What follows belongs to an exercise in optimizing a design on an open flow for small area, a short achievable clock period and few clock cycles; a production flow would make more cautious choices. RTL that was checked went through simulation tests only; none was proved equivalent to the original.

// mac_top
module mac_top (
    input  logic         CLK,
    input  logic         RSTN,
    input  logic [11:0]  mnt_i,        
    input  logic         start_i,
    output logic         done_o,
    output logic [3:0]   w_rd_o,       
    input  logic [63:0]  w_rdata_i,    
    output logic [3:0]   i_rd_o,       
    input  logic [63:0]  i_rdata_i,    
    output logic [68:0]  o_wr_o        
);
    localparam int LAT = 1;        
    logic [3:0] m_dim, n_dim, t_dim;
    assign m_dim = mnt_i[11:8];
    assign n_dim = mnt_i[7:4];
    assign t_dim = mnt_i[3:0];
    logic        active_q;     
    logic        busy_q;       
    logic [1:0]  lane_q;       
    logic [2:0]  row_q;        
    logic [LAT:0] v_q;         
    logic [LAT:0] fin_q;       
    logic [LAT:0] first_q;     
    logic [LAT:0] last_q;      
    logic [3:0]   mask_q;      
    logic [63:0] acc_q;        
    logic        wen_q;
    logic [2:0]  waddr_q;      
    logic        done_q;
    logic        accept, rd_valid, first, lastl, fin;
    logic [1:0]  mlast;
    assign accept   = start_i && !active_q;
  ...
Size in the first run: ~950 cells after synthesis, ~150 flip-flops, about 220 I/O pins, roughly 0.011 sq mm of cells after synthesis.
Settings: LEC_CHECK=0, CAP_MARGIN=20, CORE_MARGIN=2, CORE_UTILIZATION=30, SETUP_SLACK_MARGIN=2.4, SLEW_MARGIN=20, SYNTH_HIERARCHICAL=1; clock period 5.5 ns.
run.sh (not shown) runs the stock make flow with config.mk's settings and CLKGATE_MAP_FILE= SYNTH_SCRIPT=/design/flow/synth_recipe.tcl, a recipe that flattens the netlist after the stock synthesis.
==> next run, changes <==
==> flow/flow/run.sh (new file) <==
#!/bin/bash
# The standard layout, with the smallest buffer on every port
# (repair_timing upsizes the ones on critical paths)
bash standard.sh "BUFFER_PORTS_ARGS=-buffer_cell sky130_fd_sc_hd__buf_1" finish > standard.log 2>&1
==> flow/standard.sh (new file) <==
#!/bin/bash
# synth_recipe.tcl (not shown) runs the flow's synth.tcl, then flattens the netlist and writes it again
# the make line also repeats each setting of config.mk as NAME=value (left out here)
make -C /OpenROAD-flow-scripts/flow DESIGN_CONFIG=/design/flow/config.mk WORK_HOME=/design/flow/orfs CLKGATE_MAP_FILE= SYNTH_SCRIPT=/design/flow/synth_recipe.tcl "${@:-finish}"
CTS_BUF_LIST = sky130_fd_sc_hd__clkbuf_4 sky130_fd_sc_hd__clkbuf_8   (was unset)
removed: flow/run.sh
Effect:
- The new run ran to the end with no violations
- fmax stays flat
- worst hold slack gets better by 0.018 ns
==> next run, changes <==
CTS_BUF_LIST = unset   (was sky130_fd_sc_hd__clkbuf_4 sky130_fd_sc_hd__clkbuf_8)
What happened:
- The changed run passed the timing, DRC and antenna checks
- flip-flop and latch count does not change
- die area stays the same
- critical path depth does not change
- utilization climbs by 0.80 points
- register-to-register slack is better by 0.02 ns
No functional check of the RTL was part of any run of this note.

========
mac_top, a different RTL version from the one above (not shown whole).
For scale: about 1100 cells after synthesis, ~240 flip-flops, ~13000 sq um of cells after synthesis.
==> flow/design.v (excerpt) <==
module mac_top (
    input  logic         CLK,
    input  logic         RSTN,
    input  logic [11:0]  mnt_i,        
    input  logic         start_i,
    output logic         done_o,
    output logic [3:0]   w_rd_o,       
    input  logic [63:0]  w_rdata_i,    
    output logic [3:0]   i_rd_o,       
    input  logic [63:0]  i_rdata_i,    
    output logic [68:0]  o_wr_o        
);
    localparam int LAT = 2;        
    logic [3:0] m_dim, n_dim, t_dim;
    assign m_dim = mnt_i[11:8];
    assign n_dim = mnt_i[7:4];
    assign t_dim = mnt_i[3:0];
    logic        active_q;     
    logic        busy_q;       
    logic [1:0]  lane_q;       
    logic [2:0]  row_q;        
    logic [LAT:0] v_q;         
    logic [LAT:0] fin_q;       
    logic [LAT:0] first_q;     
    logic [LAT:0] last_q;      
    logic [3:0]   mask_q;      
    logic [63:0] acc_q;        
    logic        wen_q;
  ...
clock: 5.5 ns
lec_check: 0
cap_margin: 20
core_margin: 2
core_utilization: 30
cts_buf_list: sky130_fd_sc_hd__clkbuf_4 sky130_fd_sc_hd__clkbuf_8
setup_slack_margin: 3.1
slew_margin: 20
synth_hierarchical: 1
standard.sh (not shown) runs the stock make flow with config.mk's settings and CLKGATE_MAP_FILE= SYNTH_SCRIPT=/design/flow/synth_recipe.tcl, a recipe that flattens the netlist after the stock synthesis.
==> flow/flow/run.sh <==
#!/bin/bash
# The standard layout, with the smallest buffer on every port
# (repair_timing upsizes the ones on critical paths)
bash standard.sh "BUFFER_PORTS_ARGS=-buffer_cell sky130_fd_sc_hd__buf_1" finish > standard.log 2>&1
Testbench counts at the start, summed over its fixed seeds: cycles 5,706.
Edit:
==> flow/flow/run.sh (replaced) <==
#!/bin/bash
# The standard layout with two changes:
#  - the smallest buffer on every port (repair_timing upsizes the ones on
#    critical paths)
#  - a clock tree of fewer, larger leaf clusters and no dummy loads
bash standard.sh \
  "BUFFER_PORTS_ARGS=-buffer_cell sky130_fd_sc_hd__buf_1" \
  "CTS_ARGS=-sink_clustering_enable -sink_clustering_size 24 -sink_clustering_max_diameter 80 -buf_list {sky130_fd_sc_hd__clkbuf_8 sky130_fd_sc_hd__clkbuf_16} -dont_use_dummy_load -repair_clock_nets" \
  finish > standard.log 2>&1
- CTS_BUF_LIST: sky130_fd_sc_hd__clkbuf_4 sky130_fd_sc_hd__clkbuf_8 -> default
- SETUP_SLACK_MARGIN: 3.1 -> 3.0
Global-route usage came out lower by 0.45 points.
Worst setup slack improves by 0.0092 ns.
Synthesized area does not change.
Sequential share of layout area came out higher by 2.1 points.
Core utilization came out lower by 2.3 points.
Edit:
==> flow/flow/run.sh (replaced) <==
#!/bin/bash
# The standard layout, with the smallest buffer on every port
# (repair_timing upsizes the ones on critical paths)
bash standard.sh "BUFFER_PORTS_ARGS=-buffer_cell sky130_fd_sc_hd__buf_1" finish > standard.log 2>&1
- SETUP_SLACK_MARGIN: 3.0 -> 2.8
- The changed run completed with no timing, DRC or antenna violations
- clock skew hardly moves
- via count came out higher by 1.5%
- cell count came out higher by about 1.7%
- setup slack gets worse by 0.17 ns
- utilization came out higher by 0.46 points
- sequential share of layout area came out lower by 0.45 points
- final area came out higher by 1.3%
Edit:
- ABC_CLOCK_PERIOD_IN_PS: default -> 2500
- SETUP_SLACK_MARGIN: 2.8 -> 3.0
Outcome: The new run finished clean. First-iteration DRC count goes up by 18%. Cell area goes up by 1.7%. Non-clock buffer count is unchanged.

==> separate check: timing with driven ports <==
How much do the figures lean on ideal ports? The routed layouts below were timed once more, with nothing changed but the port constraints. Step 1: set_driving_cell puts a clkbuf_16 on CLK and a buf_2 on each other input, an assumption about the parent block. Step 2 adds t to the input delays and takes it off the output delays; t is the mean of the earliest and latest rising clock arrival at the registers after step 1. Input paths then give back, and output paths get back, about the clock's delay inside the block. Slacks: ideal ports / drivers / drivers and shift; pairs: ideal ports / drivers.
run | t, ns | slack for setup (ns) | worst setup path at the end | clock arrival spread, ns | slew at the worst register clock pin (ns)
the first run of note 1 | 0.484 | 2.051 / 2.051 / 1.786 | input to register | 0.008 / 0.009 | 0.07 / 0.07
the second run of note 1 | 0.509 | 2.045 / 2.045 / 1.763 | input to register | 0.018 / 0.018 | 0.11 / 0.11
the third run of note 1 | 0.478 | 2.067 / 2.067 / 1.797 | input to register | 0.013 / 0.014 | 0.07 / 0.07
the first run of note 2 | 0.597 | 2.952 / 2.952 / 2.488 | input to register | 0.025 / 0.025 | 0.06 / 0.06
the second run of note 2 | 0.540 | 2.962 / 2.962 / 2.461 | input to register | 0.036 / 0.036 | 0.09 / 0.09
the third run of note 2 | 0.589 | 2.787 / 2.799 / 2.210 | input to register | 0.035 / 0.035 | 0.07 / 0.07
the fourth run of note 2 | 0.602 | 2.966 / 2.988 / 2.386 | input to register | 0.018 / 0.018 | 0.07 / 0.07
After both steps setup and hold are still met in every run listed. For the fourth run of note 2, which loses most, drivers alone change the setup slack by +0.022 ns; drivers and shift together by -0.580 ns.
